Context: an optimization exercise on an open-source flow, tuned for a short achievable clock period and few clock cycles. The choices shown serve that exercise and are no tape-out recipe.
No functional check of the RTL was part of this run.
No activity file was given, so power comes from the tool's default toggle rates.

<file path="design.v">
`default_nettype none
package v33_pkg;
    localparam int WORD_W = 16;
    localparam int BYTE_W = 8;
    typedef struct packed {
        logic s;
        logic z;
        logic ac;
        logic p;
        logic cy;
    } flags_t;
    localparam logic [BYTE_W-1:0] PSW_LOW_FIXED = 8'b0000_0010;
    typedef enum logic [2:0] {
        AW,
        CW,
        DW,
        BW,
        SP,
        BP,
        IX,
        IY
    } reg16_index_e;
    typedef enum logic [2:0] {
        AL,
        CL,
        DL,
        BL,
        AH,
        CH,
        DH,
        BH
    } reg8_index_e;
    typedef enum logic [2:0] {
        ALU_ADD,
        ALU_OR,
        ALU_ADC,
        ALU_SBB,
        ALU_AND,
        ALU_SUB,
        ALU_XOR,
        ALU_CMP
    } alu_op_e;
    typedef enum logic [2:0] {
        CLS_NOP,
        CLS_MOV_IMM,
        CLS_ALU,
        CLS_FLAG,
        CLS_CVT,
        CLS_PSW_AH,
        CLS_OUT
    } instr_class_e;
endpackage
`default_nettype wire
`timescale 1ns/1ps
`default_nettype none
import v33_pkg::*;
module prefetch_queue #(
    parameter int QUEUE_DEPTH = 8
) (
    input  logic                         clk,
    input  logic                         reset,
    input  logic [v33_pkg::BYTE_W-1:0]   code_byte,
    input  logic                         code_valid,
    output logic                         code_req,
    output logic [v33_pkg::BYTE_W-1:0]   q0,
    output logic [v33_pkg::BYTE_W-1:0]   q1,
    output logic [v33_pkg::BYTE_W-1:0]   q2,
    output logic [$clog2(QUEUE_DEPTH):0] q_len,
    input  logic                         pop,
    input  logic [1:0]                   pop_count
);
    localparam int PTR_W = $clog2(QUEUE_DEPTH);
    localparam logic [PTR_W:0] FULL = (PTR_W + 1)'(QUEUE_DEPTH);
    logic [BYTE_W-1:0] mem [QUEUE_DEPTH];
    logic [PTR_W-1:0] head;
    logic [PTR_W-1:0] tail;
    logic [PTR_W:0] count;
    logic [PTR_W:0] pop_n;
    logic push;
    assign code_req = count < FULL;
    assign push = code_valid && code_req;
    assign pop_n = pop ? (PTR_W + 1)'(pop_count) : '0;
    assign q0 = mem[head];
    assign q1 = mem[head + PTR_W'(1)];
    assign q2 = mem[head + PTR_W'(2)];
    assign q_len = count;
    always_ff @(posedge clk) begin
        if (push) begin
            mem[tail] <= code_byte;
        end
    end
    always_ff @(posedge clk) begin
        if (reset) begin
            head <= '0;
            tail <= '0;
            count <= '0;
        end else begin
            if (push) begin
                tail <= tail + PTR_W'(1);
            end
            if (pop) begin
                head <= head + PTR_W'(pop_count);
            end
            count <= count + (PTR_W + 1)'(push) - pop_n;  
        end
    end
endmodule
`default_nettype wire
`timescale 1ns/1ps
`default_nettype none
import v33_pkg::*;
module instruction_decoder #(
    parameter int QUEUE_DEPTH = 8
) (
    input  logic                         clk,
    input  logic                         reset,
    input  logic [v33_pkg::BYTE_W-1:0]   q0,
    input  logic [v33_pkg::BYTE_W-1:0]   q1,
    input  logic [v33_pkg::BYTE_W-1:0]   q2,
    input  logic [$clog2(QUEUE_DEPTH):0] q_len,
    output logic                         pop,
    output logic [1:0]                   pop_count,
    input  logic                         hold,
    output logic                         dec_valid,
    output v33_pkg::instr_class_e        cls,
    output v33_pkg::alu_op_e             alu_op,
    output logic                         wide,
    output logic [2:0]                   dst,
    output logic [2:0]                   src,
    output logic                         src_is_imm,
    output logic [v33_pkg::WORD_W-1:0]   imm,
    output logic [1:0]                   flag_op
);
    localparam int LEN_W = $clog2(QUEUE_DEPTH) + 1;
    v33_pkg::instr_class_e n_cls;
    logic [1:0] n_len;
    logic n_wide;
    logic [2:0] n_dst;
    logic [2:0] n_src;
    logic n_imm_src;
    logic ready;
    always_comb begin
        n_cls = CLS_NOP;
        n_len = 2'd1;
        n_wide = q0[0];
        n_dst = q1[2:0];
        n_src = q1[5:3];
        n_imm_src = 1'b0;
        casez (q0)
            8'b00???0??: begin
                n_len = 2'd2;
                if (q1[7:6] == 2'b11) begin
                    n_cls = CLS_ALU;  
                end
                if (q0[1]) begin  
                    n_dst = q1[5:3];
                    n_src = q1[2:0];
                end
            end
            8'b00???10?: begin
                n_cls = CLS_ALU;
                n_len = q0[0] ? 2'd3 : 2'd2;
                n_dst = 3'(AW);  
                n_imm_src = 1'b1;
            end
            8'b1011????: begin
                n_cls = CLS_MOV_IMM;
                n_wide = q0[3];
                n_len = q0[3] ? 2'd3 : 2'd2;
                n_dst = q0[2:0];
                n_imm_src = 1'b1;
            end
            8'hf5, 8'hf8, 8'hf9: begin
                n_cls = CLS_FLAG;
            end
            8'h98, 8'h99: begin
                n_cls = CLS_CVT;
                n_wide = 1'b1;
                n_dst = q0[0] ? DW : AW;  
            end
            8'h9f: begin
                n_cls = CLS_PSW_AH;
                n_wide = 1'b1;
                n_dst = AW;
            end
            8'he6, 8'he7: begin
                n_cls = CLS_OUT;
                n_len = 2'd2;
                n_imm_src = 1'b1;
            end
            8'hee, 8'hef: begin
                n_cls = CLS_OUT;
                n_src = DW;
            end
            default: begin
                n_cls = CLS_NOP;
            end
        endcase
    end
    assign ready = q_len >= LEN_W'(n_len);
    assign pop = ready && !hold;
    assign pop_count = n_len;
    always_ff @(posedge clk) begin
        if (reset) begin
            dec_valid <= 1'b0;
        end else if (!hold) begin
            dec_valid <= ready;
        end
    end
    always_ff @(posedge clk) begin
        if (pop) begin
            cls <= n_cls;
            alu_op <= v33_pkg::alu_op_e'(q0[5:3]);
            wide <= n_wide;
            dst <= n_dst;
            src <= n_src;
            src_is_imm <= n_imm_src;
            imm <= (n_len == 2'd3) ? {q2, q1} : {{(WORD_W - BYTE_W){1'b0}}, q1};
            flag_op <= {q0[3], q0[0]};
        end
    end
endmodule
`default_nettype wire
`timescale 1ns/1ps
`default_nettype none
import v33_pkg::*;
module operand_stage (
    input  logic                       clk,
    input  logic                       reset,
    input  logic                       dec_valid,
    input  v33_pkg::instr_class_e      cls,
    input  v33_pkg::alu_op_e           alu_op,
    input  logic                       wide,
    input  logic [2:0]                 dst,
    input  logic [2:0]                 src,
    input  logic                       src_is_imm,
    input  logic [v33_pkg::WORD_W-1:0] imm,
    input  logic [1:0]                 flag_op,
    output logic                       hold,
    output logic                       ex_valid,
    output v33_pkg::instr_class_e      ex_cls,
    output v33_pkg::alu_op_e           ex_alu_op,
    output logic                       ex_wide,
    output logic [2:0]                 ex_dst,
    output logic [1:0]                 ex_flag_op,
    output logic [v33_pkg::WORD_W-1:0] opa,
    output logic [v33_pkg::WORD_W-1:0] opb,
    output logic [v33_pkg::WORD_W-1:0] port,
    input  logic                       wb_en,
    input  logic                       wb_wide,
    input  logic [2:0]                 wb_dst,
    input  logic [v33_pkg::WORD_W-1:0] wb_data
);
    logic [WORD_W-1:0] regs [8];
    logic [2:0] rd_a;
    logic [2:0] rd_b;
    logic [2:0] ex_word;
    logic [2:0] wb_word;
    logic rd_a_en;
    logic rd_b_en;
    logic ex_writes;
    logic hit_ex;
    logic hit_wb;
    function automatic [2:0] word_of(input [2:0] idx, input w);
        word_of = w ? idx : {1'b0, idx[1:0]};
    endfunction
    function automatic [WORD_W-1:0] read_op(input [WORD_W-1:0] r, input [2:0] idx, input w);
        if (w) begin
            read_op = r;
        end else begin
            read_op = {{(WORD_W - BYTE_W){1'b0}}, idx[2] ? r[WORD_W-1:BYTE_W] : r[BYTE_W-1:0]};
        end
    endfunction
    assign rd_a = (cls == CLS_ALU) ? word_of(dst, wide) : 3'(AW);
    assign rd_a_en = cls == CLS_ALU || cls == CLS_CVT || cls == CLS_PSW_AH || cls == CLS_OUT;
    assign rd_b = word_of(src, wide);
    assign rd_b_en = !src_is_imm && (cls == CLS_ALU || cls == CLS_OUT);
    assign ex_word = word_of(ex_dst, ex_wide);
    assign wb_word = word_of(wb_dst, wb_wide);
    assign ex_writes = ex_valid && (ex_cls == CLS_MOV_IMM || ex_cls == CLS_CVT
        || ex_cls == CLS_PSW_AH || (ex_cls == CLS_ALU && ex_alu_op != ALU_CMP));
    assign hit_ex = ex_writes && ((rd_a_en && rd_a == ex_word) || (rd_b_en && rd_b == ex_word));
    assign hit_wb = wb_en && ((rd_a_en && rd_a == wb_word) || (rd_b_en && rd_b == wb_word));
    assign hold = dec_valid
        && (hit_ex || hit_wb || (cls == CLS_OUT && ex_valid && ex_cls == CLS_OUT));
    always_ff @(posedge clk) begin
        if (reset) begin
            for (int i = 0; i < 8; i++) begin
                regs[i] <= '0;
            end
        end else if (wb_en) begin
            if (wb_wide) begin
                regs[wb_dst] <= wb_data;
            end else if (wb_dst[2]) begin
                regs[wb_word][WORD_W-1:BYTE_W] <= wb_data[BYTE_W-1:0];
            end else begin
                regs[wb_word][BYTE_W-1:0] <= wb_data[BYTE_W-1:0];
            end
        end
    end
    always_ff @(posedge clk) begin
        if (reset) begin
            ex_valid <= 1'b0;
        end else begin
            ex_valid <= dec_valid && !hold;  
        end
    end
    always_ff @(posedge clk) begin
        ex_cls <= cls;
        ex_alu_op <= alu_op;
        ex_wide <= wide;
        ex_dst <= dst;
        ex_flag_op <= flag_op;
        opa <= (cls == CLS_ALU) ? read_op(regs[word_of(dst, wide)], dst, wide) : regs[AW];  
        opb <= src_is_imm ? imm : read_op(regs[word_of(src, wide)], src, wide);
        port <= src_is_imm ? imm : regs[DW];
    end
endmodule
`default_nettype wire
`timescale 1ns/1ps
`default_nettype none
import v33_pkg::*;
module alu_execute (
    input  logic                       clk,
    input  logic                       reset,
    input  logic                       ex_valid,
    input  v33_pkg::instr_class_e      cls,
    input  v33_pkg::alu_op_e           alu_op,
    input  logic                       wide,
    input  logic [2:0]                 dst,
    input  logic [1:0]                 flag_op,
    input  logic [v33_pkg::WORD_W-1:0] opa,
    input  logic [v33_pkg::WORD_W-1:0] opb,
    input  logic [v33_pkg::WORD_W-1:0] port,
    output logic                       wb_en,
    output logic                       wb_wide,
    output logic [2:0]                 wb_dst,
    output logic [v33_pkg::WORD_W-1:0] wb_data,
    output logic                       io_write,
    output logic [v33_pkg::WORD_W-1:0] io_addr,
    output logic [v33_pkg::WORD_W-1:0] io_data
);
    v33_pkg::flags_t flg;
    v33_pkg::flags_t alu_flg;
    logic [WORD_W-1:0] a;
    logic [WORD_W-1:0] b;
    logic [WORD_W-1:0] res;
    logic [WORD_W-1:0] wb_next;
    logic [WORD_W:0] sum;
    logic [BYTE_W-1:0] psw_low;
    logic cin;
    logic is_sub;
    logic arith;
    logic carry;
    logic writes;
    assign a = wide ? opa : {{(WORD_W - BYTE_W){1'b0}}, opa[BYTE_W-1:0]};
    assign b = wide ? opb : {{(WORD_W - BYTE_W){1'b0}}, opb[BYTE_W-1:0]};
    assign is_sub = alu_op == ALU_SUB || alu_op == ALU_SBB || alu_op == ALU_CMP;
    assign cin = (alu_op == ALU_ADC || alu_op == ALU_SBB) && flg.cy;
    assign arith = !(alu_op == ALU_OR || alu_op == ALU_AND || alu_op == ALU_XOR);
    always_comb begin
        if (is_sub) begin
            sum = {1'b0, a} - {1'b0, b} - (WORD_W + 1)'(cin);  
        end else begin
            sum = {1'b0, a} + {1'b0, b} + (WORD_W + 1)'(cin);
        end
        case (alu_op)
            ALU_OR: res = a | b;
            ALU_AND: res = a & b;
            ALU_XOR: res = a ^ b;
            default: res = sum[WORD_W-1:0];
        endcase
        if (!wide) begin
            res[WORD_W-1:BYTE_W] = '0;
        end
        carry = wide ? sum[WORD_W] : sum[BYTE_W];
        alu_flg.cy = arith && carry;
        alu_flg.ac = arith && (a[4] ^ b[4] ^ sum[4]);  
        alu_flg.z = res == '0;
        alu_flg.s = wide ? res[WORD_W-1] : res[BYTE_W-1];
        alu_flg.p = ~^res[BYTE_W-1:0];
    end
    assign psw_low = PSW_LOW_FIXED
        | {flg.s, flg.z, 1'b0, flg.ac, 1'b0, flg.p, 1'b0, flg.cy};
    always_comb begin
        case (cls)
            CLS_MOV_IMM: wb_next = opb;
            CLS_CVT: begin
                if (flag_op[0]) begin
                    wb_next = {WORD_W{opa[WORD_W-1]}};
                end else begin
                    wb_next = {{BYTE_W{opa[BYTE_W-1]}}, opa[BYTE_W-1:0]};
                end
            end
            CLS_PSW_AH: wb_next = {psw_low, opa[BYTE_W-1:0]};
            default: wb_next = res;
        endcase
    end
    assign writes = cls == CLS_MOV_IMM || cls == CLS_CVT || cls == CLS_PSW_AH
        || (cls == CLS_ALU && alu_op != ALU_CMP);
    always_ff @(posedge clk) begin
        if (reset) begin
            wb_en <= 1'b0;
            io_write <= 1'b0;
            flg <= '0;
        end else begin
            wb_en <= ex_valid && writes;
            io_write <= ex_valid && cls == CLS_OUT;
            if (ex_valid && cls == CLS_ALU) begin
                flg <= alu_flg;
            end else if (ex_valid && cls == CLS_FLAG) begin
                flg.cy <= flag_op[1] ? flag_op[0] : !flg.cy;  
            end
        end
    end
    always_ff @(posedge clk) begin
        wb_wide <= wide;
        wb_dst <= dst;
        wb_data <= wb_next;
        io_addr <= port;
        io_data <= a;  
    end
endmodule
`default_nettype wire
`timescale 1ns/1ps
`default_nettype none
import v33_pkg::*;
module v33_exec_core #(
    parameter int QUEUE_DEPTH = 8
) (
    input  logic                       clk,
    input  logic                       reset,
    input  logic [v33_pkg::BYTE_W-1:0] code_byte,
    input  logic                       code_valid,
    output logic                       code_req,
    output logic                       io_write,
    output logic [v33_pkg::WORD_W-1:0] io_addr,
    output logic [v33_pkg::WORD_W-1:0] io_data
);
    logic [BYTE_W-1:0] q0;
    logic [BYTE_W-1:0] q1;
    logic [BYTE_W-1:0] q2;
    logic [$clog2(QUEUE_DEPTH):0] q_len;
    logic pop;
    logic [1:0] pop_count;
    logic hold;
    logic dec_valid;
    v33_pkg::instr_class_e dec_cls;
    v33_pkg::alu_op_e dec_alu_op;
    logic dec_wide;
    logic [2:0] dec_dst;
    logic [2:0] dec_src;
    logic dec_src_is_imm;
    logic [WORD_W-1:0] dec_imm;
    logic [1:0] dec_flag_op;
    logic ex_valid;
    v33_pkg::instr_class_e ex_cls;
    v33_pkg::alu_op_e ex_alu_op;
    logic ex_wide;
    logic [2:0] ex_dst;
    logic [1:0] ex_flag_op;
    logic [WORD_W-1:0] opa;
    logic [WORD_W-1:0] opb;
    logic [WORD_W-1:0] port;
    logic wb_en;
    logic wb_wide;
    logic [2:0] wb_dst;
    logic [WORD_W-1:0] wb_data;
    prefetch_queue #(
        .QUEUE_DEPTH(QUEUE_DEPTH)
    ) u_queue (
        .clk        (clk),
        .reset      (reset),
        .code_byte  (code_byte),
        .code_valid (code_valid),
        .code_req   (code_req),
        .q0         (q0),
        .q1         (q1),
        .q2         (q2),
        .q_len      (q_len),
        .pop        (pop),
        .pop_count  (pop_count)
    );
    instruction_decoder #(
        .QUEUE_DEPTH(QUEUE_DEPTH)
    ) u_decoder (
        .clk        (clk),
        .reset      (reset),
        .q0         (q0),
        .q1         (q1),
        .q2         (q2),
        .q_len      (q_len),
        .pop        (pop),
        .pop_count  (pop_count),
        .hold       (hold),
        .dec_valid  (dec_valid),
        .cls        (dec_cls),
        .alu_op     (dec_alu_op),
        .wide       (dec_wide),
        .dst        (dec_dst),
        .src        (dec_src),
        .src_is_imm (dec_src_is_imm),
        .imm        (dec_imm),
        .flag_op    (dec_flag_op)
    );
    operand_stage u_operand (
        .clk        (clk),
        .reset      (reset),
        .dec_valid  (dec_valid),
        .cls        (dec_cls),
        .alu_op     (dec_alu_op),
        .wide       (dec_wide),
        .dst        (dec_dst),
        .src        (dec_src),
        .src_is_imm (dec_src_is_imm),
        .imm        (dec_imm),
        .flag_op    (dec_flag_op),
        .hold       (hold),
        .ex_valid   (ex_valid),
        .ex_cls     (ex_cls),
        .ex_alu_op  (ex_alu_op),
        .ex_wide    (ex_wide),
        .ex_dst     (ex_dst),
        .ex_flag_op (ex_flag_op),
        .opa        (opa),
        .opb        (opb),
        .port       (port),
        .wb_en      (wb_en),
        .wb_wide    (wb_wide),
        .wb_dst     (wb_dst),
        .wb_data    (wb_data)
    );
    alu_execute u_execute (
        .clk      (clk),
        .reset    (reset),
        .ex_valid (ex_valid),
        .cls      (ex_cls),
        .alu_op   (ex_alu_op),
        .wide     (ex_wide),
        .dst      (ex_dst),
        .flag_op  (ex_flag_op),
        .opa      (opa),
        .opb      (opb),
        .port     (port),
        .wb_en    (wb_en),
        .wb_wide  (wb_wide),
        .wb_dst   (wb_dst),
        .wb_data  (wb_data),
        .io_write (io_write),
        .io_addr  (io_addr),
        .io_data  (io_data)
    );
endmodule
`default_nettype wire
</file>
<file path="run.sh">
#!/bin/bash
# synth_recipe.tcl (not shown) runs the flow's synth.tcl, then flattens the netlist and writes it again
# the make line also repeats each setting of config.mk as NAME=value (left out here)
make -C /OpenROAD-flow-scripts/flow DESIGN_CONFIG=/design/flow/config.mk WORK_HOME=/design/flow/orfs CLKGATE_MAP_FILE= SYNTH_SCRIPT=/design/flow/synth_recipe.tcl finish
</file>
<file path="config.mk">
export PLATFORM = sky130hd
export DESIGN_NAME = v33_exec_core
export DESIGN_NICKNAME = v33_exec_core
export VERILOG_FILES = /design/flow/design.v
export SDC_FILE = /design/flow/constraint.sdc
export NUM_CORES = 4
export LEC_CHECK = 0
export CAP_MARGIN = 20
export CORE_MARGIN = 2
export CORE_UTILIZATION = 40
export SLEW_MARGIN = 20
</file>
<file path="constraint.sdc">
create_clock -name core_clock -period 4.4 [get_ports {clk}]
set_input_delay 0.8800 -clock core_clock [delete_from_list [all_inputs] [get_ports {clk}]]
set_output_delay 0.8800 -clock core_clock [all_outputs]
set_load 0.01 [all_outputs]
</file>
==> results by group <==
Yosys
  • Count leader, synth: edfxtp_1
  • Post-synth top area share: 0.351
  • Commonest cells post-synth: 223 x edfxtp_1, 135 x nor2_1, 133 x dfxtp_1, 128 x nand2_1, 112 x mux4_2
  • Number of synthesized flops with an enable pin: 223
  • Synth Area per Inst: 11.8 µm²
  • Sequential area share after synthesis: 0.490
  • Synth cell types: 85
  • Synth Flop Type: edfxtp_1
  • Net count after synthesis: 1709
  • Yosys top cell by area: edfxtp_1
  • Ys async rst share: 0
  • Cells after synthesis: 1614
  • Synth area leaders: edfxtp_1 35%, dfxtp_1 14%, mux4_2 13%, ha_1 5.1%, mux2i_1 3.8%
  • Post-synthesis register bit count: 356
  • Synth Warn #: 4
  • Synthesized cell area: 19100 µm²

Min path
  • Worst Hold Depth: 0
  • Min-delay worst type: register to register

Floorplanning
  • Core Footprint: 47400 µm²
  • Site Rows: 80
  • Chip height: 222 µm
  • Die Span X: 222 µm
  • Die area: 49500 µm²
  • Initial Util: 0.402
  • Top Ports: 45

Critical path
  • Crit Path Category: register to register
  • CP Buf/Inv Count: 3
  • Crit end category: register
  • Crit path largest cell delay: 0.51 ns
  • R2R depth: 19
  • CP arrival: 4.63 ns
  • Setup crit start kind: register
  • Max Fanout on Critical Path: 7
  • WP depth: 19
  • Largest delay share family, worst path: adder cells
  • Cell Chain, Critical Path: buf_4 > mux4_2 > mux2_2 > and3_2 > nor2_4 > o211ai_2 > nand2_2 > ha_1 > nand2b_1 > a21o_1 > a21boi_2 > nor2_4 > and2_1 > ha_1 > inv_1 > ha_2 > inv_2 > fa_2 > nor2_1
  • Critical path required time: 4.83 ns
  • CP max stage cell: mux4_2

Layout
  • Final core utilization: 0.460
  • Layout cells sized above 1: 0.178
  • Area occupied by multi-input gates: 9070 µm²
  • N_diodes: 0
  • Nets: 1782
  • Sequential cell area: 9370 µm²
  • Fillers: 4342
  • Area growth syn-to-layout: 14.4%

Outcome
  • Status: no timing/DRC/antenna violations

Clock tree
  • CTS Buf Count: 40
  • Worst-Skew Late Latency: 0.56 ns
  • CTS Buffer Depth: 3
  • Hold_buf cts: 0
  • Clock transition at the registers of the reported paths: 0.06 ns
  • CTS root buffer: clkbuf_16
  • H-tree depth: 2
  • CTS tree: done
  • Clock sinks: 356

Detailed routing
  • DR iter-0 viols: 1290
  • Vias: 13500
  • First-pass DRT Iterations: 6
  • Routed Wire Length: 53.9 mm
  • Post-route DRC: 0
  • DR vias/cell: 5.80
  • Post-route ant nets: 0
  • Drt wl/cell: 23.1 µm

GRT
  • GRT Resource Usage Total: 0.218
  • Grt ovf: 0
  • Largest net degree at the start of global routing: 43
  • First-pass GRT wire length: 81.7 mm
  • Initial antenna violation count: 0
  • Vias in the first global route: 13500

Place
  • Port Buffers: 44
  • Pre-CTS setup slack: 0.0469 ns
  • Detail Placement HPWL: 39.1 mm
  • Gpl congestion: 0.906

STA
  • Slew HR: 0.303
  • Tmin final: 4.21 ns
  • Final setup fails: 0
  • Final Max Tran Viols: 0
  • Fin crit share: 0.956
  • Unrepaired setup endpoints after global routing: no
  • Fmax: 238 MHz
  • Final Skew: 0.0180 ns
  • Hold Vio Cnt, Final: 0
  • Final WS setup: 0.194 ns
  • Worst-Margin Slew: 1.02 ns

Power and ir drop
  • Maximum vdd drop: 0.000362 V
  • Leak: 0.00834 µW
  • PD cells: 806 nW/µm²

Job
  • Max-cap violation count: 0
[cells in the final DEF, fill, tap and decap left out, types with 32 or more instances in the layout]
master / netlist / layout
a21oi_1: 53 / 53
ha_1: 78 / 77
nand2_1: 128 / 128
clkdlybuf4s50_1: 0 / 44
edfxtp_1: 223 / 223
clkbuf_16: 0 / 42
dfxtp_1: 133 / 130
nor2_1: 135 / 134
buf_4: 0 / 70
inv_1: 87 / 86
o21ai_0: 98 / 97
and2_1: 46 / 45
mux4_2: 112 / 112
and3_1: 32 / 32
mux2i_1: 72 / 72
[sequential cells by signal (all words and copies together), names as in the netlist, 4 cells and up, named ones only]
signal,flops
u_queue.mem,64
u_operand.port,16
u_execute.flg,5
u_operand.opa,16
u_operand.opb,16
u_execute.wb_data,16
u_operand.regs,128
u_execute.io_data,16
u_execute.io_addr,16
u_queue.count,4
u_decoder.imm,16
[area by class of cell]
class | count | share of cell area
sequential | 356 | 0.429
tap | 615 | 0.0352
timing repair buffer | 116 | 0.0457
clock buffer | 55 | 0.0545
multi-input combinational | 1084 | 0.415
clock inverter | 17 | 0.00539
inverter | 89 | 0.0153
[what timing repair did]
| action | in CTS | in global routing |
|---|---|---|
| gates resized for setup | 0 | 5 |
| setup endpoints to repair | 0 | 4 |
| setup buffers | 0 | 3 |
[worst reg2reg max path: cells and delay by family (launching register included)]
family	cells	cell delay [ns]
AO/OA/AOI/OAI	3	0.50
AND/OR/NAND/NOR	7	0.89
multiplexers	2	0.83
buffers and inverters	3	0.24
flip-flops	1	0.42
adder cells (fa/ha/maj)	4	1.20
[report_power, final]
group / total, µW / internal [µW] / switching [µW]
clock: 3310 / 1950 / 1360
combinational: 9140 / 3840 / 5300
sequential: 5150 / 4440 / 711
total: 17600 / 10200 / 7370
[through the flow]
stage                     instances  hold slack (ns)  cell area, µm²  power, µW  TNS (ns)
after floorplan                1614            0.310           19100      11300    -0.115
after global placement         2257            0.311           20500      14100         0
after detailed placement       2257            0.312           20500      14200         0
after CTS                      2329            0.323           21800      17600         0
after global routing           2332            0.327           21800      18700         0
final                          2332            0.323           21800      17600         0
[worst paths after layout]
path | start | to | slack [ns]
worst min register to register | u_operand.port[15] | u_execute.io_addr[15] | 0.32
worst min-delay path | u_operand.port[15] | u_execute.io_addr[15] | 0.32
worst max register to register | register | u_queue.count[1] | 0.19
worst max-delay path | register | u_queue.count[1] | 0.19
[kinds of logic after synthesis]
family / after synthesis / share of synthesized area
compound gates: 294 / 0.100
xor+xnor: 26 / 0.0119
fa+ha+maj: 84 / 0.0574
buf+inv: 174 / 0.0368
flops: 356 / 0.490
mux: 202 / 0.181
simple gates: 478 / 0.122
[routing by layer]
layer	global-route usage	routed length (µm)	vias to the layer above
met5	0	0	-
met4	0.0927	2210	0
met1	0.295	23100	6706
li1	-	-	6153
met3	0.0286	3310	117
met2	0.354	25200	547

re-timing with driven ports:
Ports are ideal in the flow. The routed layout listed here was re-timed in OpenROAD. Step 1 (the two cells are an assumption about what drives the block):
set clk [get_ports {clk}]
set_driving_cell -lib_cell sky130_fd_sc_hd__clkbuf_16 $clk
set_driving_cell -lib_cell sky130_fd_sc_hd__buf_2 [delete_from_list [all_inputs] $clk]
Step 2 times the ports against the registers' clock, not the clock port: input delays grow and output delays shrink by t, the midpoint of the rising clock arrivals with the driver on. a / b / c = ideal ports / drivers / drivers and shift; a / b = the first two.
t (ns): 0.605
slack for setup (ns): 0.194 / 0.194 / 0.194
hold WS [ns]: 0.323 / 0.323 / 0.323
cell pins on the clock port's net: 1
After both steps this run still meets setup and hold. For this run, drivers alone change the setup slack by 0.000 ns; drivers and shift together by 0.000 ns.
